Source: an optimization exercise on an open RTL-to-GDS flow (aim: small area, a short achievable clock period and few clock cycles per item). Production flows keep margins and buffers that such runs may drop. Where RTL was checked, it was by simulation tests only, not by an equivalence proof against the original. Only the layout flow was run in runs 5 and 6; the RTL was not checked for function there.

==> flow/design.v, too long to show whole: its modules and the start of the top module <==
// module ssh_cfg_regs: 31 lines
// module ssh_core: 133 lines
// module ssh_tree: 1443 lines
// module ssh_rstep: 445 lines
// module ssh_add_main: 341 lines
// module ssh_add_rs: 249 lines
// module selectable_string_hash: 50 lines
module selectable_string_hash (
  input  logic                        clk_i,
  input  logic                        rst_ni,
  input  logic                        cfg_valid_i,
  output logic                        cfg_ready_o,
  input  logic [ssh_pkg::CfgIdxW-1:0] cfg_index_i,
  input  logic [ssh_pkg::HashW-1:0]   cfg_data_i,
  input  logic                        in_valid_i,
  output logic                        in_stall_o,
  input  logic [ssh_pkg::ByteW-1:0]   data_byte_i,
  input  logic                        last_i,
  input  logic                        no_byte_i,
  output logic                        out_valid_o,
  input  logic                        out_stall_i,
  output logic [ssh_pkg::HashW-1:0]   hash_value_o
);
  // ...
==> flow/run.sh <==
#!/bin/bash
# synth_recipe.tcl (not shown) runs the flow's synth.tcl, then flattens the netlist and writes it again
# the make line also repeats each setting of config.mk as NAME=value (left out here)
make -C /OpenROAD-flow-scripts/flow DESIGN_CONFIG=/design/flow/config.mk WORK_HOME=/design/flow/orfs CLKGATE_MAP_FILE= SYNTH_SCRIPT=/design/flow/synth_recipe.tcl finish
==> flow/config.mk <==
export PLATFORM = sky130hd
export DESIGN_NAME = selectable_string_hash
export DESIGN_NICKNAME = selectable_string_hash
export VERILOG_FILES = /design/flow/design.v
export SDC_FILE = /design/flow/constraint.sdc
export NUM_CORES = 4
export LEC_CHECK = 0
export ABC_AREA = 1
export CAP_MARGIN = 20
export CORE_MARGIN = 2
export CORE_UTILIZATION = 58
export SETUP_SLACK_MARGIN = 3.8
export SLEW_MARGIN = 20
export TNS_END_PERCENT = 100
==> flow/constraint.sdc <==
create_clock -name core_clock -period 11.0 [get_ports {clk_i}]
set_input_delay 2.2000 -clock core_clock [delete_from_list [all_inputs] [get_ports {clk_i}]]
set_output_delay 2.2000 -clock core_clock [all_outputs]
set_load 0.01 [all_outputs]
==> metrics.yaml, run 1 <==
critical_path:
  critical_path_class: "flop to flop"
  endpoint: "u_core.out_q[28]"
  crit_family: "adder cells"
place:
  hpwlAfterDp_mm: 76.02
  placed_cells: 3681
  placed_area_um2: 27250
final_layout:
  finalNonFillerCells: 3845
  multi_input_area_um2: 19220
  inverters_excl_clock: 492
  post_route_cells_drive_above_1_share: 0.1221
  nonClkBufAreaFrac: 0.07926
  regArea_um2: 4803
  layout_common_cells: "546 x nand2_1, 429 x inv_1, 348 x fa_1, 260 x xor2_1, 255 x o22ai_1"
  fillers: 3636
clock_network:
  clk_pin_slew_ns: 0.07
  cts.sinks: 172
  cts_made_buffers: 17
  cts_tree: "done"
timing:
  slew_headroom: 0.1890
  final.min_clock_period_ns: 7.118
  worst_slew_pin_slew_ns: 1.209
  slew_violations: 0
  grt_setup_unrepaired: "true"
routing:
  ant_nets: 0
  drc: 0
floorplan:
  dieArea_um2: 46690
  core_area_um2: 44320
synth:
  ys_seq_elements: 172
  synthMuxAreaShare: 0
  avgSynthCellArea_um2: 8.298
  ys_seq_area_frac: 0.1839
  synth_top_area_cell: "fa_1"
global_routing:
  grt.met3_usage: 0.1475
  grt_max_degree: 77
  antenna_found_initial: 4
  grt_pass1_wl_mm: 154.3
outcome:
  status: "timing/DRC/antenna clean"
Testbench counts, summed over its fixed seeds: cycles 13,980, bytes 13,438.
==> inputs of run 2 (changes only) <==
--- a/flow/config.mk
+++ b/flow/config.mk
@@ -9,5 +9,5 @@
 export CAP_MARGIN = 20
 export CORE_MARGIN = 2
-export CORE_UTILIZATION = 58
+export CORE_UTILIZATION = 45
 export SETUP_SLACK_MARGIN = 3.8
 export SLEW_MARGIN = 20
==> run 2 against run 1 <==
Effect of this change:
- first-iteration DRC count is 21% lower
- wire length is 1.6% higher
- clock skew is 0.0044 ns higher
- critical path depth is 9 higher
- non-clock buffer count is 1 higher
- worst setup slack better by 0.13 ns
- area after synthesis stayed put
- die area is 28% higher
- highest routed layer is now met4
- cell area is 0.56% lower
==> metrics.yaml, run 2 <==
synth:
  synth_most_common_cell: "nand2_1"  # unchanged
  syn-num-nets: 3646  # unchanged
  synth.area.top_cells: "fa_1 28%, edfxtp_1 11%, xor2_1 9.0%"  # unchanged
  avgSynthCellArea_um2: 8.298  # unchanged
  ys_seq_elements: 172  # unchanged
  synthesis.area_um2: 26090  # unchanged
  ys_seq_area_frac: 0.1839  # unchanged
  synth_edf_count: 96  # unchanged
  synth_top_area_cell: "fa_1"  # unchanged
  synthArstFlopShare: 0.4419  # unchanged
  synth_top_area_frac: 0.2755  # unchanged
  synth_ff_type: "edfxtp_1"  # unchanged
  ys_warn_count: 2  # unchanged
  synth_common_cells: "567 x nand2_1, 451 x inv_1, 359 x fa_1"  # unchanged
  synth_cells: 3144  # unchanged
  synth_cell_types: 58  # unchanged
clock_network:
  h-tree-depth: 4  # unchanged
  cts_tree: "done"  # unchanged
  cts.sinks: 172  # unchanged
  cts.path.max_buffers: 2  # unchanged
  cts_hold_buf: 0  # unchanged
  clk_latency_ns: 0.48  # was 0.47 ns
  cts_root_buf: "clkbuf_16"  # unchanged
  clk_pin_slew_ns: 0.09  # was 0.07 ns
  cts_made_buffers: 17  # unchanged
critical_path:
  arrival_ns: 7.20  # was 7.28 ns
  crit_required_ns: 11.21  # was 11.17 ns
  crit_path_max_incr_delay_ns: 0.57  # was 0.61 ns
  worstSetupStartpoint: "u_core.acc_q[17]"  # was u_core.acc_q[18]
  r2r-end: "u_core.out_q[7]"  # was u_core.out_q[28]
  endpoint: "u_core.out_q[7]"  # was u_core.out_q[28]
  crit_slowest_cell: "fa_1"  # unchanged
  startpoint_type: "flop"  # unchanged
  worst_r2r_path_depth: 34  # was 25
  r2r_slack_ns: 4.01  # was 3.88 ns
  critical_path_class: "flop to flop"  # unchanged
  critPathMostFrequentCell: "nand2_1"
  r2r-start: "u_core.acc_q[17]"  # was u_core.acc_q[18]
  crit_path_end_kind: "flop"  # unchanged
  critPathMaxFanout: 15  # was 13
timing:
  final.min_clock_period_ns: 6.991  # was 7.118 ns
  slew_violations: 0  # unchanged
  finalCritPeriodShare: 0.6355  # was 0.6471
  fmax_mhz: 143.0  # was 140.5 MHz
  slew_headroom: 0.3589  # was 0.1890
  skew_ns: 0.01850  # was 0.01406 ns
  worst_slew_pin_slew_ns: 0.9616  # was 1.209 ns
  setup_tns_ns: 0  # unchanged
  finalWorstSetupSlack_ns: 4.009  # was 3.882 ns
  setup_viol: 0  # unchanged
  grt_setup_unrepaired: "true"  # unchanged
  hold_violations: 0  # unchanged
floorplan:
  pin_count: 84  # unchanged
  die_w_um: 244.8  # was 216.1 µm
  initial_core_util: 0.4539  # was 0.5887
  dieArea_um2: 59920  # was 46690 µm²
  row_count: 88  # was 77
  core_area_um2: 57480  # was 44320 µm²
  die_y_um: 244.8  # was 216.1 µm
routing:
  drtIter0Drc: 3073  # was 3903
  ant_nets: 0  # unchanged
  post_drt_wl_per_cell_um: 26.72  # was 27.45 µm
  drc: 0  # unchanged
  wl_mm: 107.3  # was 105.6 mm
  drt_first_pass_iters: 6  # was 9
  via_count: 24570  # was 24980
  routed_via_density: 6.119  # was 6.496
global_routing:
  grt_pass1_wl_mm: 157.3  # was 154.3 mm
  antenna_found_initial: 0  # was 4
  grt_usage: 0.3584  # was 0.4496
  grt_overflow: 0  # unchanged
  grt_max_degree: 77  # unchanged
  grt_pass1_vias: 24560  # was 24380
place:
  placed_area_um2: 27600  # was 27250 µm²
  port_buffers: 82  # unchanged
  hpwlAfterDp_mm: 78.96  # was 76.02 mm
  gp_congestion: 1.018  # was 1.052
  post-place-ws_ns: 2.930  # was 2.456 ns
final_layout:
  mostFrequentLayoutCell: "nand2_1"  # unchanged
  final_nets: 3739  # was 3741
  insertedDiodeCount: 0  # was 1
  layout_common_cells: "556 x nand2_1, 429 x inv_1, 354 x fa_1, 262 x o22ai_1, 261 x xor2_1"  # was 546 x nand2_1, 429 x inv_1, 348 x fa_1, 260 x xor2_1, 255 x o22ai_1
  final_cell_area_um2: 29640  # was 29800 µm²
  post-route-util: 0.5156  # was 0.6725
  post_route_cells_drive_above_1_share: 0.1114  # was 0.1221
  area_growth_pct: 13.59  # was 14.23%
outcome:
  status: "timing/DRC/antenna clean"  # unchanged
run:
  drv_cap: 0  # unchanged
hold_path:
  hold_class: "flop to flop"  # unchanged
  hp-start: "u_cfg.mult_o[6]"  # was u_cfg.seed_o[8]
[run 2: cell types whose count changed in the layout (fill, tap and decap cells not counted), sizes merged]
cell	before	now
clkbuf	19	20
clkinvlp	22	19
bufbuf	1	0
inv	464	463
diode	1	0
bufinv	1	0
clkinv	19	22
[run 2: layout make-up]
| class | count | area, µm² |
|---|---|---|
| tap | 765 | 957.2 |
| multi-input combinational | 2299 | 18980 |
| fill | 5512 | 27840 |
| timing repair buffer | 258 | 2315 |
| inverter | 489 | 1962 |
| sequential | 172 | 4802 |
| clock inverter | 15 | 190.2 |
| clock buffer | 17 | 425.4 |
[run 2: logic make-up (layout without fill, tap and decap cells)]
group           count (synthesis)  count (layout)  synth area share
other cells                     1               1         0.0001437
fa+ha+maj                     453             453            0.3205
simple gates                  879             879            0.1436
flops                         172             172            0.1839
xor+xnor                      302             302            0.1017
buf+inv                       673             779           0.09980
compound gates                664             664            0.1503
[run 2: worst min-delay path by stage]
stage               cells past startpoint               end
global route                            2  u_cfg.mult_o[11]
CTS                                     2   u_cfg.mult_o[6]
detailed placement                      2  u_cfg.seed_o[28]
floorplan                               2  u_cfg.mult_o[10]
finish                                  2   u_cfg.mult_o[6]
global placement                        2  u_cfg.seed_o[14]
[run 2: through the flow]
| stage | std cells | hold WS [ns] |
|---|---|---|
| global route | 4015 | 0.5207 |
| detailed placement | 3870 | 0.4763 |
| finish | 4015 | 0.4916 |
| global placement | 3869 | 0.4697 |
| CTS | 3943 | 0.4964 |
| floorplan | 3144 | 0.4533 |
[run 2: routing by layer]
metal / track usage / wire length, µm / vias to the layer above
met5: 0 / 0 / -
met4: 0.2270 / 7875 / 0
met3: 0.08386 / 11210 / 398
met2: 0.5340 / 46320 / 1561
met1: 0.4702 / 41880 / 12150
li1: - / - / 10460
[run 2: critical path: cells and delay by family, from the launching register on]
| kind | cells | cell delay (ns) |
|---|---|---|
| xor gates and xnor gates | 1 | 0.21 |
| DFF | 1 | 0.55 |
| AOI/OAI and AO/OA | 2 | 0.30 |
| buffers and inverters | 5 | 0.85 |
| and+or+nand+nor | 19 | 1.80 |
| adders and majority gates | 7 | 3.01 |
[run 2: timing repair]
| item | CTS | global route |
|---|---|---|
| pin swaps | 0 | 13 |
| endpoints found under the setup margin | 56 | 52 |
| gates cloned | 0 | 3 |
| resized for setup | 48 | 94 |
| endpoints found under the hold margin | 0 | 0 |
| buffers inserted | 41 | 69 |
==> inputs of run 3 (changes only) <==
--- a/flow/config.mk
+++ b/flow/config.mk
@@ -9,6 +9,6 @@
 export CAP_MARGIN = 20
 export CORE_MARGIN = 2
-export CORE_UTILIZATION = 45
-export SETUP_SLACK_MARGIN = 3.8
+export CORE_UTILIZATION = 40
+export SETUP_SLACK_MARGIN = 4.0
 export SLEW_MARGIN = 20
 export TNS_END_PERCENT = 100
==> run 3 against run 2 <==
Effect of this change:
- still clean
- worst setup slack improved by 0.18 ns
- hold slack got worse by 0.0019 ns
- via count decreased by 1.1%
- critical path depth is 6 lower
- sequential cell count stayed put
- utilization down 4.3 points
- clock-buffer cell count stayed put
- highest routed layer is now met5
==> metrics.yaml, run 3 <==
outcome:
  status: "timing/DRC/antenna clean"  # unchanged
floorplan:
  pin_count: 84  # unchanged
  die_y_um: 259.4  # was 244.8 µm
  die_w_um: 259.4  # was 244.8 µm
  dieArea_um2: 67280  # was 59920 µm²
  core_area_um2: 64460  # was 57480 µm²
  initial_core_util: 0.4047  # was 0.4539
  row_count: 93  # was 88
place:
  hpwlAfterDp_mm: 75.95  # was 78.96 mm
  gp_congestion: 0.9974  # was 1.018
  post-place-ws_ns: 3.065  # was 2.930 ns
  port_buffers: 82  # unchanged
timing:
  slew_violations: 0  # unchanged
  setup_tns_ns: 0  # unchanged
  final.min_clock_period_ns: 6.816  # was 6.991 ns
  fmax_mhz: 146.7  # was 143.0 MHz
  slew_headroom: 0.3634  # was 0.3589
  grt_setup_unrepaired: "false"  # was true
  hold_violations: 0  # unchanged
  finalWorstSetupSlack_ns: 4.184  # was 4.009 ns
  setup_viol: 0  # unchanged
  worst_slew_pin_slew_ns: 0.9549  # was 0.9616 ns
  skew_ns: 0.01179  # was 0.01850 ns
  finalCritPeriodShare: 0.6196  # was 0.6355
  holdWs_ns: 0.4897  # was 0.4916 ns
global_routing:
  antenna_found_initial: 2  # was 0
  grt_pass1_wl_mm: 155.0  # was 157.3 mm
  grt_overflow: 0  # unchanged
  grt_usage: 0.3145  # was 0.3584
  grt_pass1_vias: 23420  # was 24560
  grt_max_degree: 77  # unchanged
synth:
  synth_common_cells: "567 x nand2_1, 451 x inv_1, 359 x fa_1"  # unchanged
  synthArstFlopShare: 0.4419  # unchanged
  synth_cells: 3144  # unchanged
  synth_cell_types: 58  # unchanged
  avgSynthCellArea_um2: 8.298  # unchanged
  ys_seq_area_frac: 0.1839  # unchanged
  synthesis.area_um2: 26090  # unchanged
  ys_seq_elements: 172  # unchanged
  synth_most_common_cell: "nand2_1"  # unchanged
  synth_top_area_cell: "fa_1"  # unchanged
  synth_edf_count: 96  # unchanged
  synth_top_area_frac: 0.2755  # unchanged
  synth.area.top_cells: "fa_1 28%, edfxtp_1 11%, xor2_1 9.0%"  # unchanged
  syn-num-nets: 3646  # unchanged
  ys_warn_count: 2  # unchanged
  synth_ff_type: "edfxtp_1"  # unchanged
hold_path:
  hold_class: "flop to flop"  # unchanged
  min_path_cells: 2  # unchanged
  min_to: "u_cfg.seed_o[3]"  # was u_cfg.mult_o[6]
  hp-start: "u_cfg.seed_o[3]"  # was u_cfg.mult_o[6]
routing:
  drc: 0  # unchanged
  dr_wl_met3_mm: 12.94  # was 11.21 mm
  top_layer_used: "met5"  # was met4
  wl_mm: 107.7  # was 107.3 mm
  met1_length_mm: 41.90  # was 41.88 mm
  post_drt_wl_per_cell_um: 26.17  # was 26.72 µm
  drtIter0Drc: 3645  # was 3073
  via_count: 24300  # was 24570
  ant_nets: 0  # unchanged
  routed_via_density: 5.908  # was 6.119
  dr_wl_met2_mm: 46.37  # was 46.32 mm
  drt_first_pass_iters: 7  # was 6
final_layout:
  post_route_cells_drive_above_1_share: 0.1372  # was 0.1114
  layout_common_cells: "543 x nand2_1, 428 x inv_1, 334 x fa_1, 262 x xor2_1, 245 x o22ai_1"  # was 556 x nand2_1, 429 x inv_1, 354 x fa_1, 262 x o22ai_1, 261 x xor2_1
  final_nets: 3746  # was 3739
  area_growth_pct: 16.88  # was 13.59%
  mostFrequentLayoutCell: "nand2_1"  # unchanged
clock_network:
  cts.path.max_buffers: 2  # unchanged
  cts.sinks: 172  # unchanged
  clk_latency_ns: 0.47  # was 0.48 ns
  clk_pin_slew_ns: 0.08  # was 0.09 ns
  h-tree-depth: 4  # unchanged
  cts_tree: "done"  # unchanged
  cts_made_buffers: 17  # unchanged
  cts_root_buf: "clkbuf_16"  # unchanged
critical_path:
  crit_required_ns: 11.23  # was 11.21 ns
  crit_path_max_incr_delay_ns: 0.68  # was 0.57 ns
  crit_path_end_kind: "flop"  # unchanged
  arrival_ns: 7.04  # was 7.20 ns
  crit_slowest_cell: "fa_1"  # unchanged
  r2r-start: "u_core.m_q[1]"  # was u_core.acc_q[17]
  startpoint_type: "flop"  # unchanged
  critical_path_class: "flop to flop"  # unchanged
  r2r_slack_ns: 4.18  # was 4.01 ns
  critPathMaxFanout: 8  # was 15
  worst_r2r_path_depth: 28  # was 34
  critPathMostFrequentCell: "fa_1"  # was nand2_1
  r2r-end: "u_core.acc_q[15]"  # was u_core.out_q[7]
run:
  drv_cap: 0  # unchanged
[run 3: cell counts after synthesis]
No cell type changed its count.
[run 3: cell type report]
cell class	instances	area, µm²
fill	6257	33970
multi-input combinational	2300	19470
sequential	172	4800
timing repair buffer	261	2514
inverter	489	1993
tap	855	1070
clock buffer	17	425.4
clock inverter	15	195.2
timing repair inverter	3	23.77
antenna	1	2.502
[run 3: cell families (layout without fill, tap and decap cells)]
logic type | count (synthesis) | in the layout | share of synthesized area
flops | 172 | 172 | 0.1839
fa+ha+maj | 453 | 453 | 0.3205
other cells | 1 | 2 | 0.0001437
simple gates | 879 | 880 | 0.1436
xor+xnor | 302 | 302 | 0.1017
compound gates | 664 | 664 | 0.1503
buf+inv | 673 | 785 | 0.09980
[run 3: worst max path at each step]
stage	start	to	slack [ns]	cells past startpoint
CTS	u_core.acc_q[4]	u_core.out_q[19]	4.00	28
global route	u_core.m_q[1]	u_core.acc_q[10]	3.94	30
global placement	u_core.m_q[6]	u_core.out_q[19]	3.02	30
detailed placement	u_core.m_q[7]	u_core.out_q[19]	3.06	29
finish	u_core.m_q[1]	u_core.acc_q[15]	4.18	28
floorplan	u_core.m_q[0]	u_core.acc_q[19]	4.07	32
[run 3: what timing repair did]
action	in CTS	in global routing
pin swaps	5	51
setup buffers	51	62
endpoints found under the setup margin	61	57
hold buffers	0	0
gates cloned	5	6
gates resized for setup	89	190
[run 3: stage by stage]
stage	area, µm²	util	instances
6_report	30490	0.4730	4113
5_1_grt	30490	0.4730	4112
4_1_cts	29090	0.4512	4044
3_5_place_dp	27670	0.4293	3956
3_3_place_gp	27670	0.4293	3956
2_1_floorplan	26090	-	3144
[run 3: worst max-delay path: cells and delay by family, from the launching register on]
family,cells,cell delay [ns]
AOI/OAI and AO/OA,7,1.18
DFF,1,0.55
adders and majority gates,7,3.09
buffers and inverters,7,0.71
and+or+nand+nor,7,1.03
[run 3: routing by layer]
| metal | global-route usage | vias to the layer above |
|---|---|---|
| met5 | 0 | - |
| met4 | 0.1505 | 2 |
| met3 | 0.07791 | 389 |
| met2 | 0.4710 | 1606 |
| met1 | 0.4257 | 11820 |
| li1 | - | 10480 |
==> inputs of run 4 (changes only) <==
--- a/flow/config.mk
+++ b/flow/config.mk
@@ -9,6 +9,6 @@
 export CAP_MARGIN = 20
 export CORE_MARGIN = 2
-export CORE_UTILIZATION = 40
-export SETUP_SLACK_MARGIN = 4.0
+export CORE_UTILIZATION = 50
+export SETUP_SLACK_MARGIN = 3.3
 export SLEW_MARGIN = 20
 export TNS_END_PERCENT = 100
==> run 4 against run 3 <==
Effect of this change:
- wire length shrank 0.35%
- clock-buffer cell count is the same
- via count shrank 1.1%
- utilization grew 8.8 points
- clock skew grew 0.0087 ns
- maximum frequency shrank 9.5%
- first-iteration DRC count shrank 18%
- sequential share of layout area grew 0.89 points
- highest routed layer unchanged
==> metrics.yaml, run 4 <==
outcome:
  status: "timing/DRC/antenna clean"  # unchanged
floorplan:
  core_area_um2: 51410  # was 64460 µm²
  row_count: 83  # was 93
  dieArea_um2: 54020  # was 67280 µm²
  die_y_um: 232.4  # was 259.4 µm
  pin_count: 84  # unchanged
  die_w_um: 232.4  # was 259.4 µm
  initial_core_util: 0.5075  # was 0.4047
timing:
  setup_tns_ns: 0  # unchanged
  grt_setup_unrepaired: "true"  # was false
  slew_violations: 0  # unchanged
  setup_viol: 0  # unchanged
  worst_slew_pin_slew_ns: 0.9558  # was 0.9549 ns
  finalCritPeriodShare: 0.6844  # was 0.6196
  final.min_clock_period_ns: 7.528  # was 6.816 ns
  hold_violations: 0  # unchanged
  fmax_mhz: 132.8  # was 146.7 MHz
  skew_ns: 0.02051  # was 0.01179 ns
  slew_headroom: 0.3628  # was 0.3634
critical_path:
  arrival_ns: 7.74  # was 7.04 ns
  crit_slowest_cell: "fa_1"  # unchanged
  worst_r2r_path_depth: 30  # was 28
  crit_path_end_kind: "flop"  # unchanged
  crit_family: "adder cells"  # unchanged
  critPathMaxFanout: 22  # was 8
  critical_path_class: "flop to flop"  # unchanged
  startpoint_type: "flop"  # unchanged
  crit_required_ns: 11.21  # was 11.23 ns
  crit_buf_inv: 6  # was 7
  crit_path_max_incr_delay_ns: 0.55  # was 0.68 ns
  worst-path-stages: 30  # was 28
  critPathMostFrequentCell: "nand2_1"  # was fa_1
routing:
  wl_mm: 107.3  # was 107.7 mm
  post_drt_wl_per_cell_um: 27.63  # was 26.17 µm
  routed_via_density: 6.191  # was 5.908
  via_count: 24040  # was 24300
  drc: 0  # unchanged
  drt_first_pass_iters: 6  # was 7
  drtIter0Drc: 2978  # was 3645
  ant_nets: 0  # unchanged
global_routing:
  grt_pass1_vias: 23870  # was 23420
  grt_usage: 0.4026  # was 0.3145
  grt_max_degree: 77  # unchanged
  grt_overflow: 0  # unchanged
  grt_pass1_wl_mm: 157.2  # was 155.0 mm
  antenna_found_initial: 2  # unchanged
clock_network:
  cts_made_buffers: 17  # unchanged
  cts.path.max_buffers: 2  # unchanged
  h-tree-depth: 4  # unchanged
  cts.sinks: 172  # unchanged
  cts_tree: "done"  # unchanged
  cts_hold_buf: 0  # unchanged
  cts_root_buf: "clkbuf_16"  # unchanged
  clk_latency_ns: 0.47  # about the same
  clk_pin_slew_ns: 0.08  # about the same
synth:
  avgSynthCellArea_um2: 8.298  # unchanged
  synth_cells: 3144  # unchanged
  synthesis.area_um2: 26090  # unchanged
  synth_most_common_cell: "nand2_1"  # unchanged
  ys_seq_elements: 172  # unchanged
  synth_cell_types: 58  # unchanged
  synth.area.top_cells: "fa_1 28%, edfxtp_1 11%, xor2_1 9.0%"  # unchanged
  synth_top_area_cell: "fa_1"  # unchanged
  ys_seq_area_frac: 0.1839  # unchanged
  synth_edf_count: 96  # unchanged
  ys_warn_count: 2  # unchanged
  syn-num-nets: 3646  # unchanged
  synth_ff_type: "edfxtp_1"  # unchanged
  synth_top_area_frac: 0.2755  # unchanged
  synthArstFlopShare: 0.4419  # unchanged
  synth_common_cells: "567 x nand2_1, 451 x inv_1, 359 x fa_1"  # unchanged
run:
  drv_cap: 0  # unchanged
place:
  gp_congestion: 1.016  # was 0.9974
  placed_area_um2: 27500  # was 27670 µm²
  port_buffers: 82  # unchanged
  hpwlAfterDp_mm: 79.49  # was 75.95 mm
final_layout:
  mostFrequentLayoutCell: "nand2_1"  # unchanged
  layout_common_cells: "563 x nand2_1, 438 x inv_1, 359 x fa_1, 267 x o22ai_1, 265 x xor2_1"  # was 543 x nand2_1, 428 x inv_1, 334 x fa_1, 262 x xor2_1, 245 x o22ai_1
  final_nets: 3692  # was 3746
  post_route_cells_drive_above_1_share: 0.08055  # was 0.1372
  area_growth_pct: 10.59  # was 16.88%
  insertedDiodeCount: 0  # was 1
  final_cell_area_um2: 28850  # was 30490 µm²
hold_path:
  min_path_cells: 2  # unchanged
  hold_class: "flop to flop"  # unchanged
## run 4: worst paths after layout
path                                  start                to  slack (ns)
setup / recovery              u_core.m_q[9]   u_core.acc_q[6]        3.47
hold / removal             u_cfg.seed_o[28]  u_cfg.seed_o[28]        0.49
setup reg to reg              u_core.m_q[9]   u_core.acc_q[6]        3.47
hold reg to reg            u_cfg.seed_o[28]  u_cfg.seed_o[28]        0.49
max in group asynchronous            rst_ni      u_core.odd_q        8.44
min in group asynchronous            rst_ni  u_cfg.seed_o[19]        1.86
## run 4: cell families (layout without fill, tap and decap cells)
family / after synthesis / in the layout / share of synthesized area
XOR/XNOR: 302 / 302 / 0.1017
AO/OA/AOI/OAI: 664 / 664 / 0.1503
adder cells (fa/ha/maj): 453 / 453 / 0.3205
AND/OR/NAND/NOR: 879 / 879 / 0.1436
flip-flops: 172 / 172 / 0.1839
other: 1 / 1 / 0.0001437
buffers and inverters: 673 / 732 / 0.09980
## run 4: timing repair
action | in CTS | in global routing
resized for setup | 11 | 47
buffers inserted | 8 | 54
gates cloned | 0 | 2
endpoints found under the setup margin | 47 | 51
## run 4: routing by layer
layer / wire [µm] / vias up / global-route usage
met5: 13 / - / 0
met2: 47160 / 1522 / 0.6103
li1: - / 10380 / -
met3: 11350 / 355 / 0.08689
met4: 6765 / 2 / 0.2133
met1: 41990 / 11790 / 0.5409
## run 4: through the flow
stage	hold WS (ns)	util	setup slack, ns	instances
5_1_grt	0.5202	0.5613	3.251	3883
4_1_cts	0.4949	0.5493	3.282	3827
3_5_place_dp	0.4753	0.5350	2.953	3787
6_report	0.4931	0.5613	3.472	3883
2_1_floorplan	0.4533	-	4.073	3144
3_3_place_gp	0.4696	0.5350	3.004	3787
## run 4: final cells by class
cell class,instances,area [µm²]
Multi-Input combinational cell,2299,18780
Fill cell,4816,22550
Clock inverter,15,214.0
Tap cell,680,850.8
Timing Repair Buffer,211,1873
Clock buffer,17,425.4
Inverter,489,1911
Sequential cell,172,4798
## run 4: worst min-delay path, stage by stage, from the launching register on
cell and delay [ns]:
dfrtp_1 0.34, nand2_1 0.05, o21ai_0 0.06
==> module ssh_core, before the edit <==
module ssh_core (
  input  logic                        clk_i,
  input  logic                        rst_ni,
  input  logic [5:0]                  flags_i,
  input  logic [ssh_pkg::HashW-1:0]   mult_i,
  input  logic [ssh_pkg::HashW-1:0]   seed_i,
  input  logic                        sgn_i,
  input  logic                        cfg_valid_i,
  input  logic [ssh_pkg::CfgIdxW-1:0] cfg_index_i,
  input  logic                        in_valid_i,
  output logic                        in_stall_o,
  input  logic [ssh_pkg::ByteW-1:0]   data_byte_i,
  input  logic                        last_i,
  input  logic                        no_byte_i,
  output logic                        out_valid_o,
  input  logic                        out_stall_i,
  output logic [ssh_pkg::HashW-1:0]   hash_value_o
);
  logic [31:0] acc_q, acc_d, out_q, m_q, m_d;
  logic        odd_q, odd_d, ovalid_q, ovalid_d, fin1_q, fin2_q, fin2_go;
  logic        is_rs, is_js, is_elf, is_ap, is_oaat, is_mm;
  logic        fin, accept, out_busy, out_load, cen, ksig, dirty_q;
  logic [31:0] start, m_init, post_x, kk, sa, sb, s, apx, hx, mixed, m_rs, rs_a, rs_b;
  logic [7:0]  cl, xl;
  assign {is_oaat, is_ap, is_elf, is_js, is_rs, is_mm} = flags_i;
  assign out_busy   = ovalid_q & out_stall_i;
  assign fin        = fin1_q | fin2_q;
  assign in_stall_o = fin | dirty_q | (last_i & out_busy);
  assign accept     = in_valid_i & ~in_stall_o;
  assign fin2_go    = fin2_q & ~out_busy;
  assign out_load   = (accept & last_i & ~is_oaat) | fin2_go;
  assign start  = is_mm ? seed_i : (is_js ? ssh_pkg::JsInit : 32'd0);
  assign m_init = ({32{is_mm}}   & mult_i)           | ({32{is_rs}}  & ssh_pkg::RsInitA)
                | ({32{is_js}}   & ssh_pkg::MulJs)   | ({32{is_elf}} & ssh_pkg::MulElf)
                | ({32{is_oaat}} & ssh_pkg::MulOaat);
  assign cen  = ~fin;
  assign cl   = {(data_byte_i[7] ^ sgn_i), data_byte_i[6:0]} & {8{cen}};
  assign ksig = sgn_i & cen;
  assign kk   = {32{ksig}} & (is_oaat ? 32'hFFFD_FF80 : 32'hFFFF_FF80);
  assign xl   = cl & {8{is_oaat}};
  ssh_tree u_tree (
    .h0   (acc_q),
    .m    (m_q),
    .kk   (kk),
    .js   (is_js),
    .cl   (cl),
    .xl   (xl),
    .sa   (sa),
    .sb   (sb)
  );
  ssh_add_main u_add (
    .a (sa),
    .b (sb),
    .y (s)
  );
  assign apx = odd_q ? ~((acc_q << 11) ^ (acc_q >> 5)) : ((acc_q << 7) ^ (acc_q >> 3));
  assign hx  = acc_q ^ ({32{is_ap}} & apx);
  assign post_x = ({32{is_js | is_ap}} & hx)
                | ({32{is_oaat & ~fin}} & (s >> 6))
                | ({32{fin1_q}} & (s >> 11))
                | ({32{is_elf}} & {s[31:28], 20'd0, s[31:28], 4'd0});
  assign mixed  = s ^ post_x;
  always_comb begin
    acc_d = acc_q;
    if (dirty_q) begin
      acc_d = start;
    end else if (fin1_q) begin
      acc_d = mixed;
    end else if (fin2_go) begin
      acc_d = start;
    end else if (accept) begin
      if (last_i & ~is_oaat) acc_d = start;
      else if (!no_byte_i)   acc_d = mixed;
    end
  end
  ssh_rstep u_rstep (
    .a  (m_q),
    .ra (rs_a),
    .rb (rs_b)
  );
  ssh_add_rs u_add_rs (
    .a (rs_a),
    .b (rs_b),
    .y (m_rs)
  );
  always_comb begin
    m_d = m_q;
    if (dirty_q) begin
      m_d = m_init;
    end else if (accept && is_rs) begin
      if (last_i)          m_d = m_init;
      else if (!no_byte_i) m_d = m_rs;
    end else if (accept && is_oaat && last_i) begin
      m_d = ssh_pkg::MulFin1;
    end else if (fin1_q) begin
      m_d = ssh_pkg::MulFin2;
    end else if (fin2_go) begin
      m_d = m_init;
    end
  end
  always_comb begin
    odd_d    = odd_q;
    ovalid_d = out_busy | out_load;
    if (accept) begin
      if (last_i)                  odd_d = 1'b0;
      else if (is_ap & ~no_byte_i) odd_d = ~odd_q;
    end
  end
  always_ff @(posedge clk_i or negedge rst_ni) begin
    if (!rst_ni) begin
      odd_q    <= 1'b0;
      ovalid_q <= 1'b0;
      fin1_q   <= 1'b0;
      fin2_q   <= 1'b0;
      dirty_q  <= 1'b1;
    end else begin
      odd_q    <= odd_d;
      ovalid_q <= ovalid_d;
      fin1_q   <= accept & last_i & is_oaat;
      fin2_q   <= fin1_q | (fin2_q & out_busy);
      dirty_q  <= cfg_valid_i & (cfg_index_i != ssh_pkg::CFG_CHAR_SIGNED);
    end
  end
  always_ff @(posedge clk_i) begin
    acc_q <= acc_d;
    m_q   <= m_d;
    if (out_load) begin
      out_q <= (no_byte_i & ~fin2_q) ? acc_q : mixed;
    end
  end
  assign out_valid_o  = ovalid_q;
  assign hash_value_o = out_q;
endmodule
==> inputs of run 5 (changes only) <==
--- a/flow/design.v
+++ b/flow/design.v
@@ -87,18 +87,19 @@
   output logic [ssh_pkg::HashW-1:0]   hash_value_o
 );
-  logic [31:0] acc_q, acc_d, out_q, m_q, m_d;
-  logic        odd_q, odd_d, ovalid_q, ovalid_d, fin1_q, fin2_q, fin2_go;
+  logic [31:0] acc_q, acc_d, m_q, m_d, h0;
+  logic        odd_q, odd_d, ovalid_q, ovalid_d, fin1_q, fin2_q, in_str_q, in_str_d;
+  logic        sel_acc_q, sel_seed_q, sel_js_q, sel_acc_d;
   logic        is_rs, is_js, is_elf, is_ap, is_oaat, is_mm;
-  logic        fin, accept, out_busy, out_load, cen, ksig, dirty_q;
-  logic [31:0] start, m_init, post_x, kk, sa, sb, s, apx, hx, mixed, m_rs, rs_a, rs_b;
+  logic        fin, accept, out_busy, cen, ksig, dirty_q;
+  logic [31:0] m_init, post_x, kk, sa, sb, s, apx, hx, mixed, m_rs, rs_a, rs_b;
   logic [7:0]  cl, xl;
   assign {is_oaat, is_ap, is_elf, is_js, is_rs, is_mm} = flags_i;
   assign out_busy   = ovalid_q & out_stall_i;
   assign fin        = fin1_q | fin2_q;
-  assign in_stall_o = fin | dirty_q | (last_i & out_busy);
+  assign in_stall_o = fin | dirty_q | out_busy;
   assign accept     = in_valid_i & ~in_stall_o;
-  assign fin2_go    = fin2_q & ~out_busy;
-  assign out_load   = (accept & last_i & ~is_oaat) | fin2_go;
-  assign start  = is_mm ? seed_i : (is_js ? ssh_pkg::JsInit : 32'd0);
+  assign h0 = ({32{sel_acc_q}} & acc_q) | ({32{sel_seed_q}} & seed_i)
+            | ({32{sel_js_q}} & ssh_pkg::JsInit);
+  assign sel_acc_d = in_str_d | fin1_q | (accept & last_i & is_oaat);
   assign m_init = ({32{is_mm}}   & mult_i)           | ({32{is_rs}}  & ssh_pkg::RsInitA)
                 | ({32{is_js}}   & ssh_pkg::MulJs)   | ({32{is_elf}} & ssh_pkg::MulElf)
@@ -110,5 +111,5 @@
   assign xl   = cl & {8{is_oaat}};
   ssh_tree u_tree (
-    .h0   (acc_q),
+    .h0   (h0),
     .m    (m_q),
     .kk   (kk),
@@ -124,6 +125,6 @@
     .y (s)
   );
-  assign apx = odd_q ? ~((acc_q << 11) ^ (acc_q >> 5)) : ((acc_q << 7) ^ (acc_q >> 3));
-  assign hx  = acc_q ^ ({32{is_ap}} & apx);
+  assign apx = odd_q ? ~((h0 << 11) ^ (h0 >> 5)) : ((h0 << 7) ^ (h0 >> 3));
+  assign hx  = h0 ^ ({32{is_ap}} & apx);
   assign post_x = ({32{is_js | is_ap}} & hx)
                 | ({32{is_oaat & ~fin}} & (s >> 6))
@@ -133,13 +134,8 @@
   always_comb begin
     acc_d = acc_q;
-    if (dirty_q) begin
-      acc_d = start;
-    end else if (fin1_q) begin
+    if (fin) begin
       acc_d = mixed;
-    end else if (fin2_go) begin
-      acc_d = start;
     end else if (accept) begin
-      if (last_i & ~is_oaat) acc_d = start;
-      else if (!no_byte_i)   acc_d = mixed;
+      acc_d = no_byte_i ? h0 : mixed;
     end
   end
@@ -165,5 +161,5 @@
     end else if (fin1_q) begin
       m_d = ssh_pkg::MulFin2;
-    end else if (fin2_go) begin
+    end else if (fin2_q) begin
       m_d = m_init;
     end
@@ -171,6 +167,8 @@
   always_comb begin
     odd_d    = odd_q;
-    ovalid_d = out_busy | out_load;
+    ovalid_d = out_busy | (accept & last_i & ~is_oaat) | fin2_q;
+    in_str_d = in_str_q;
     if (accept) begin
+      in_str_d = ~last_i;
       if (last_i)                  odd_d = 1'b0;
       else if (is_ap & ~no_byte_i) odd_d = ~odd_q;
@@ -181,4 +179,8 @@
       odd_q    <= 1'b0;
       ovalid_q <= 1'b0;
+      in_str_q <= 1'b0;
+      sel_acc_q  <= 1'b0;
+      sel_seed_q <= 1'b1;
+      sel_js_q   <= 1'b0;
       fin1_q   <= 1'b0;
       fin2_q   <= 1'b0;
@@ -187,6 +189,10 @@
       odd_q    <= odd_d;
       ovalid_q <= ovalid_d;
+      in_str_q <= in_str_d;
+      sel_acc_q  <= sel_acc_d;
+      sel_seed_q <= ~sel_acc_d & is_mm;
+      sel_js_q   <= ~sel_acc_d & is_js;
       fin1_q   <= accept & last_i & is_oaat;
-      fin2_q   <= fin1_q | (fin2_q & out_busy);
+      fin2_q   <= fin1_q;
       dirty_q  <= cfg_valid_i & (cfg_index_i != ssh_pkg::CFG_CHAR_SIGNED);
     end
@@ -195,10 +201,7 @@
     acc_q <= acc_d;
     m_q   <= m_d;
-    if (out_load) begin
-      out_q <= (no_byte_i & ~fin2_q) ? acc_q : mixed;
-    end
   end
   assign out_valid_o  = ovalid_q;
-  assign hash_value_o = out_q;
+  assign hash_value_o = acc_q;
 endmodule
 module ssh_tree (
--- a/flow/config.mk
+++ b/flow/config.mk
@@ -9,6 +9,6 @@
 export CAP_MARGIN = 20
 export CORE_MARGIN = 2
-export CORE_UTILIZATION = 50
-export SETUP_SLACK_MARGIN = 3.3
+export CORE_UTILIZATION = 45
+export SETUP_SLACK_MARGIN = 3.8
 export SLEW_MARGIN = 20
 export TNS_END_PERCENT = 100
==> run 5 against run 4 <==
Effect of this change:
- still clean on timing, DRC and antenna
- area after synthesis fell by 2.4%
- critical path depth fell by 4
- sequential cell count fell by 28
- clock-buffer cell count did not move
- hold slack got worse by 0.0048 ns
- critical endpoint is now u_core.acc_q[26]
==> metrics.yaml, run 5 <==
critical_path:
  arrival_ns: 7.18  # was 7.74 ns
  critPathMaxFanout: 15  # was 22
  critical_path_class: "flop to flop"  # unchanged
  r2r_slack_ns: 3.96  # was 3.47 ns
  startpoint_type: "flop"  # unchanged
  crit_required_ns: 11.14  # was 11.21 ns
  crit_path_end_kind: "flop"  # unchanged
global_routing:
  grt_pass1_wl_mm: 156.1  # was 157.2 mm
  grt_max_degree: 81  # was 77
  globalRouteMet1Util: 0.4637  # was 0.5409
  grt_pass1_vias: 24300  # was 23870
  grt.met3_usage: 0.07300  # was 0.08689
  antenna_found_initial: 2  # unchanged
  grt_overflow: 0  # unchanged
  grt-busiest-layer: "met2"  # unchanged
  grtUsageMet2: 0.5589  # was 0.6103
  grt_usage: 0.3593  # was 0.4026
final_layout:
  insertedDiodeCount: 0  # unchanged
  layout_common_cells: "615 x nand2_1, 450 x inv_1, 350 x fa_1, 280 x xor2_1, 230 x o22ai_1"  # was 563 x nand2_1, 438 x inv_1, 359 x fa_1, 267 x o22ai_1, 265 x xor2_1
  area_growth_pct: 16.44  # was 10.59%
  fillers: 5366  # was 4816
  mostFrequentLayoutCell: "nand2_1"  # unchanged
  post_route_cells_drive_above_1_share: 0.1247  # was 0.08055
  final_nets: 3807  # was 3692
clock_network:
  clk_pin_slew_ns: 0.07  # was 0.08 ns
  cts_tree: "done"  # unchanged
  cts.sinks: 144  # was 172
  clk_latency_ns: 0.45  # was 0.47 ns
  cts_made_buffers: 17  # unchanged
  h-tree-depth: 4  # unchanged
  cts_hold_buf: 0  # unchanged
  cts_root_buf: "clkbuf_16"  # unchanged
  cts.path.max_buffers: 2  # unchanged
routing:
  drt_first_pass_iters: 8  # was 6
  post_drt_wl_per_cell_um: 26.31  # was 27.63 µm
  drc: 0  # unchanged
  routed_via_density: 6.026  # was 6.191
  drtIter0Drc: 3045  # was 2978
  ant_nets: 0  # unchanged
  wl_mm: 107.2  # was 107.3 mm
  via_count: 24560  # was 24040
synth:
  synthArstFlopShare: 0.5556  # was 0.4419
  ys_seq_area_frac: 0.1546  # was 0.1839
  synth_edf_count: 64  # was 96
  synth_most_common_cell: "nand2_1"  # unchanged
  synth_top_area_frac: 0.2813  # was 0.2755
  ys_warn_count: 2  # unchanged
  synth.area.top_cells: "fa_1 28%, xor2_1 9.8%, nand2_1 9.2%"  # was fa_1 28%, edfxtp_1 11%, xor2_1 9.0%
  synth_cells: 3182  # was 3144
  synth_common_cells: "622 x nand2_1, 478 x inv_1, 358 x fa_1"  # was 567 x nand2_1, 451 x inv_1, 359 x fa_1
  syn-num-nets: 3683  # was 3646
  synth_cell_types: 54  # was 58
  synthesis.area_um2: 25470  # was 26090 µm²
  synth_top_area_cell: "fa_1"  # unchanged
  avgSynthCellArea_um2: 8.006  # was 8.298 µm²
  synth_ff_type: "dfrtp_1"  # was edfxtp_1
  ys_seq_elements: 144  # was 172
floorplan:
  row_count: 87  # was 83
  initial_core_util: 0.4535  # was 0.5075
  core_area_um2: 56170  # was 51410 µm²
  dieArea_um2: 58530  # was 54020 µm²
  die_y_um: 241.9  # was 232.4 µm
  pin_count: 84  # unchanged
  die_w_um: 241.9  # was 232.4 µm
timing:
  final.min_clock_period_ns: 7.036  # was 7.528 ns
  slew_headroom: 0.2464  # was 0.3628
  grt_setup_unrepaired: "true"  # unchanged
  finalCritPeriodShare: 0.6397  # was 0.6844
  setup_tns_ns: 0  # unchanged
  slew_violations: 0  # unchanged
  skew_ns: 0.01587  # was 0.02051 ns
  fmax_mhz: 142.1  # was 132.8 MHz
  hold_violations: 0  # unchanged
  worst_slew_pin_slew_ns: 1.130  # was 0.9558 ns
  setup_viol: 0  # unchanged
place:
  port_buffers: 82  # unchanged
  hpwlAfterDp_mm: 76.52  # was 79.49 mm
  gp_congestion: 1.012  # was 1.016
run:
  drv_cap: 0  # unchanged
hold_path:
  hold_class: "flop to flop"  # unchanged
outcome:
  status: "timing/DRC/antenna clean"  # unchanged
run 5: cell count changes after synthesis, sizes merged, moves of 16 or more:
cell    delta
a22oi     -17
o22ai     -18
nor2      +22
xor2      +18
inv       +16
nand2     +60
edfxtp    -32
run 5: stage by stage:
stage | setup slack, ns | hold slack, ns | instance area, µm² | cells | utilization
6_report | 3.964 | 0.4883 | 29660 | 4075 | 0.5281
5_1_grt | 3.693 | 0.5185 | 29660 | 4075 | 0.5281
4_1_cts | 3.772 | 0.4908 | 28300 | 3989 | 0.5039
3_5_place_dp | 2.628 | 0.4735 | 26960 | 3896 | 0.4800
3_3_place_gp | 2.729 | 0.4700 | 26910 | 3894 | 0.4790
2_1_floorplan | 4.016 | 0.4440 | 25470 | 3182 | -
run 5: critical path: stages, from the launching register on:
cell,delay (ns)
dfstp_4,0.67
nand2_1,0.11
nand3_4,0.16
clkinvlp_4,0.26
buf_12,0.23
o22ai_1,0.15
xor2_1,0.16
o21a_1,0.20
fa_1,0.45
fa_1,0.45
fa_1,0.48
fa_1,0.55
inv_1,0.06
fa_1,0.51
ha_1,0.30
ha_1,0.33
inv_2,0.08
o21bai_2,0.18
a21oi_4,0.10
o21ai_4,0.28
inv_1,0.12
o21a_1,0.20
nand3_1,0.16
nand2_1,0.17
xor2_1,0.19
nand2_1,0.07
o21ai_0,0.11
run 5: worst paths after layout:
path / startpoint / cells after the start / endpoint
worst max-delay path: u_core.sel_seed_q / 26 / u_core.acc_q[26]
worst min register to register: u_cfg.seed_o[0] / 2 / u_cfg.seed_o[0]
worst min-delay path: u_cfg.seed_o[0] / 2 / u_cfg.seed_o[0]
worst max register to register: u_core.sel_seed_q / 26 / u_core.acc_q[26]
max in group asynchronous: rst_ni / 2 / u_cfg.flags_o[0]
min in group asynchronous: rst_ni / 1 / u_cfg.seed_o[16]
run 5: layout make-up:
type / instances / area [µm²] / share of cell area
well taps: 756 / 945.9 / 0.03189
repair buffers: 278 / 2581 / 0.08702
repair inverters: 3 / 22.52 / 0.0007593
multi-input cells: 2353 / 19480 / 0.6568
clock buffers: 17 / 425.4 / 0.01434
flip-flops and latches: 144 / 3945 / 0.1330
inverters: 509 / 2073 / 0.06990
clock inverters: 15 / 187.7 / 0.006327
run 5: cells by family (layout without fill, tap and decap cells):
group / Yosys count / in the layout / share of synthesized area
and+or+nand+nor: 969 / 969 / 0.1632
adders and majority gates: 452 / 452 / 0.3275
AOI/OAI and AO/OA: 614 / 614 / 0.1420
other: 1 / 1 / 0.0001472
DFF: 144 / 144 / 0.1546
xor gates and xnor gates: 317 / 317 / 0.1090
buffers and inverters: 685 / 822 / 0.1036
run 5: layer usage:
layer | vias to the layer above | wire [µm]
met5 | - | 23
met4 | 4 | 7745
met3 | 428 | 11880
met2 | 1584 | 47520
met1 | 12010 | 40030
li1 | 10530 | -
run 5: timing repair:
action	4_1_cts	5_1_grt
buffers inserted	58	84
gates cloned	3	1
resized for setup	63	145
endpoints found under the setup margin	30	30
pin swaps	2	26
==> inputs of run 6 (changes only) <==
--- a/flow/config.mk
+++ b/flow/config.mk
@@ -10,5 +10,5 @@
 export CORE_MARGIN = 2
 export CORE_UTILIZATION = 45
-export SETUP_SLACK_MARGIN = 3.8
+export SETUP_SLACK_MARGIN = 4.3
 export SLEW_MARGIN = 20
 export TNS_END_PERCENT = 100
==> run 6 against run 5 <==
Effect of this change:
- die area stayed put
- still clean
- largest cell class unchanged
- sequential cell count stayed put
- via count is 2.1% higher
- global-route usage is 1.7 points higher
- register-to-register slack better by 0.11 ns
==> metrics.yaml, run 6 <==
outcome:
  status: "timing/DRC/antenna clean"  # unchanged
clock_network:
  cts.path.max_buffers: 2  # unchanged
  cts.sinks: 144  # unchanged
  h-tree-depth: 4  # unchanged
  cts_root_buf: "clkbuf_16"  # unchanged
  clk_latency_ns: 0.45  # about the same
  cts_made_buffers: 17  # unchanged
  clk_pin_slew_ns: 0.07  # about the same
  cts_hold_buf: 0  # unchanged
  cts_tree: "done"  # unchanged
run:
  drv_cap: 0  # unchanged
critical_path:
  crit_path_end_kind: "flop"  # unchanged
  arrival_ns: 7.09  # was 7.18 ns
  critPathMostFrequentCell: "nand2_1"  # was fa_1
  crit_path_max_incr_delay_ns: 0.66  # was 0.67 ns
  crit_buf_inv: 7  # was 5
  startpoint_type: "flop"  # unchanged
  crit_family: "adder cells"  # unchanged
  crit_required_ns: 11.16  # was 11.14 ns
  crit_slowest_cell: "dfstp_4"  # unchanged
  critPathMaxFanout: 13  # was 15
  critical_path_class: "flop to flop"  # unchanged
final_layout:
  finalNonFillerCells: 4125  # was 4075
  post_route_cells_drive_above_1_share: 0.1837  # was 0.1247
  mostFrequentLayoutCell: "nand2_1"  # unchanged
  insertedDiodeCount: 0  # unchanged
  layout_common_cells: "594 x nand2_1, 439 x inv_1, 305 x fa_1, 279 x xor2_1, 216 x o22ai_1"  # was 615 x nand2_1, 450 x inv_1, 350 x fa_1, 280 x xor2_1, 230 x o22ai_1
  final_cell_area_um2: 31180  # was 29660 µm²
  area_growth_pct: 22.39  # was 16.44%
  fillers: 5177  # was 5366
  final_nets: 3857  # was 3807
timing:
  finalCritPeriodShare: 0.6298  # was 0.6397
  hold_violations: 0  # unchanged
  fmax_mhz: 144.4  # was 142.1 MHz
  finalWorstSetupSlack_ns: 4.073  # was 3.964 ns
  setup_viol: 0  # unchanged
  setup_tns_ns: 0  # unchanged
  final.min_clock_period_ns: 6.927  # was 7.036 ns
  skew_ns: 0.01386  # was 0.01587 ns
  worst_slew_pin_slew_ns: 1.105  # was 1.130 ns
  slew_violations: 0  # unchanged
  slew_headroom: 0.2637  # was 0.2464
  grt_setup_unrepaired: "true"  # unchanged
floorplan:
  core_area_um2: 56170  # unchanged
  initial_core_util: 0.4535  # unchanged
  die_w_um: 241.9  # unchanged
  pin_count: 84  # unchanged
  row_count: 87  # unchanged
  dieArea_um2: 58530  # unchanged
  die_y_um: 241.9  # unchanged
synth:
  synth_top_area_cell: "fa_1"  # unchanged
  ys_seq_elements: 144  # unchanged
  synth_cell_types: 54  # unchanged
  ys_seq_area_frac: 0.1546  # unchanged
  synth_edf_count: 64  # unchanged
  syn-num-nets: 3683  # unchanged
  synthesis.area_um2: 25470  # unchanged
  synth_common_cells: "622 x nand2_1, 478 x inv_1, 358 x fa_1"  # unchanged
  synth_top_area_frac: 0.2813  # unchanged
  synth.area.top_cells: "fa_1 28%, xor2_1 9.8%, nand2_1 9.2%"  # unchanged
  synth_ff_type: "dfrtp_1"  # unchanged
  synthArstFlopShare: 0.5556  # unchanged
  synth_cells: 3182  # unchanged
  avgSynthCellArea_um2: 8.006  # unchanged
  synth_most_common_cell: "nand2_1"  # unchanged
  ys_warn_count: 2  # unchanged
routing:
  drtIter0Drc: 2965  # was 3045
  wl_mm: 111.6  # was 107.2 mm
  via_count: 25070  # was 24560
  drt_first_pass_iters: 6  # was 8
  ant_nets: 0  # unchanged
  post_drt_wl_per_cell_um: 27.05  # was 26.31 µm
  routed_via_density: 6.077  # was 6.026
  drc: 0  # unchanged
place:
  hpwlAfterDp_mm: 76.45  # was 76.52 mm
  placed_area_um2: 26940  # was 26960 µm²
  placed_cells: 3895  # was 3896
  gp_congestion: 1.007  # was 1.012
  port_buffers: 82  # unchanged
  post-place-ws_ns: 2.732  # was 2.628 ns
hold_path:
  hold_class: "flop to flop"  # unchanged
global_routing:
  antenna_found_initial: 1  # was 2
  grt_overflow: 0  # unchanged
  grt_usage: 0.3761  # was 0.3593
  grt_pass1_vias: 25130  # was 24300
  grt_max_degree: 81  # unchanged
  grt_pass1_wl_mm: 163.0  # was 156.1 mm
## run 6: final timing paths
check,from,cells past startpoint,slack (ns),end
max,u_core.sel_seed_q,29,4.07,u_core.acc_q[4]
min,u_cfg.seed_o[4],2,0.49,u_cfg.seed_o[4]
max reg2reg,u_core.sel_seed_q,29,4.07,u_core.acc_q[4]
min reg2reg,u_cfg.seed_o[4],2,0.49,u_cfg.seed_o[4]
max in group asynchronous,rst_ni,1,8.45,u_cfg.mult_o[29]
min in group asynchronous,rst_ni,1,1.91,u_cfg.seed_o[24]
## run 6: per-layer routing
metal / GRT usage / routed length (µm) / up-vias
li1: - / - / 10650
met2: 0.5851 / 49570 / 1616
met4: 0.2398 / 8624 / 2
met1: 0.4739 / 41490 / 12330
met5: 0 / 15 / -
met3: 0.08508 / 11880 / 473
## run 6: repair_timing
item                                    CTS  global route
gates resized for setup                 297           145
gates cloned                             11             1
pin swaps                                84            83
setup buffers                           128            57
endpoints found under the setup margin   32            29
## run 6: cells by family (layout without fill, tap and decap cells)
logic type | count (synthesis) | in the layout | synth area share
AO/OA/AOI/OAI | 614 | 615 | 0.1420
XOR/XNOR | 317 | 317 | 0.1090
adder cells (fa/ha/maj) | 452 | 452 | 0.3275
buffers and inverters | 685 | 871 | 0.1036
flip-flops | 144 | 144 | 0.1546
other | 1 | 1 | 0.0001472
AND/OR/NAND/NOR | 969 | 969 | 0.1632
## run 6: per-stage QoR
| step | utilization | hold slack (ns) |
|---|---|---|
| 2_1_floorplan | - | 0.4440 |
| 3_3_place_gp | 0.4791 | 0.4722 |
| 3_5_place_dp | 0.4796 | 0.4761 |
| 4_1_cts | 0.5344 | 0.4923 |
| 5_1_grt | 0.5551 | 0.5170 |
| 6_report | 0.5551 | 0.4884 |
## run 6: layout make-up
cell class	count	area, µm²	area share
Clock buffer	17	425.4	0.01364
Clock inverter	15	166.4	0.005338
Inverter	509	2211	0.07091
Multi-Input combinational cell	2354	20300	0.6512
Sequential cell	144	3941	0.1264
Tap cell	756	945.9	0.03034
Timing Repair Buffer	323	3131	0.1004
Timing Repair inverter	7	53.80	0.001726
## run 6: worst register-to-register path, delay by kind of cell, from the launching register on
kind	cells	cell delay (ns)
compound gates	5	0.90
buf+inv	7	0.89
fa+ha+maj	7	2.94
flops	1	0.66
simple gates	9	0.90
xor+xnor	1	0.36

-- afterwards: timing with drivers on the ports --
In the flow no input, the clock included, has a driving cell. The finished layouts below were timed again as built, in two steps. Step 1 assumes that a clkbuf_16 drives the clock port and a buf_2 every other input. Step 2 also shifts input and output timing later by t, the mid clock arrival at the registers, as if the neighbouring blocks saw the same clock. Three values: ideal ports, drivers, drivers and shift; two values: the first two.
| run | shift t [ns] | slack for setup (ns) | slew at the worst register clock pin (ns) |
|---|---|---|---|
| run 1 | 0.518 | 3.882 / 3.882 / 3.597 | 0.08 / 0.08 |
| run 2 | 0.517 | 4.009 / 4.009 / 3.723 | 0.09 / 0.09 |
| run 3 | 0.521 | 4.184 / 4.184 / 4.150 | 0.08 / 0.08 |
| run 4 | 0.520 | 3.472 / 3.472 / 3.472 | 0.09 / 0.09 |
| run 5 | 0.488 | 3.964 / 3.964 / 3.964 | 0.08 / 0.08 |
| run 6 | 0.488 | 4.073 / 4.073 / 4.073 | 0.08 / 0.08 |
After both steps setup and hold are still met in every run listed. The setup slack of run 2, which loses most, moves by 0.000 ns with the drivers and by -0.286 ns with both steps.
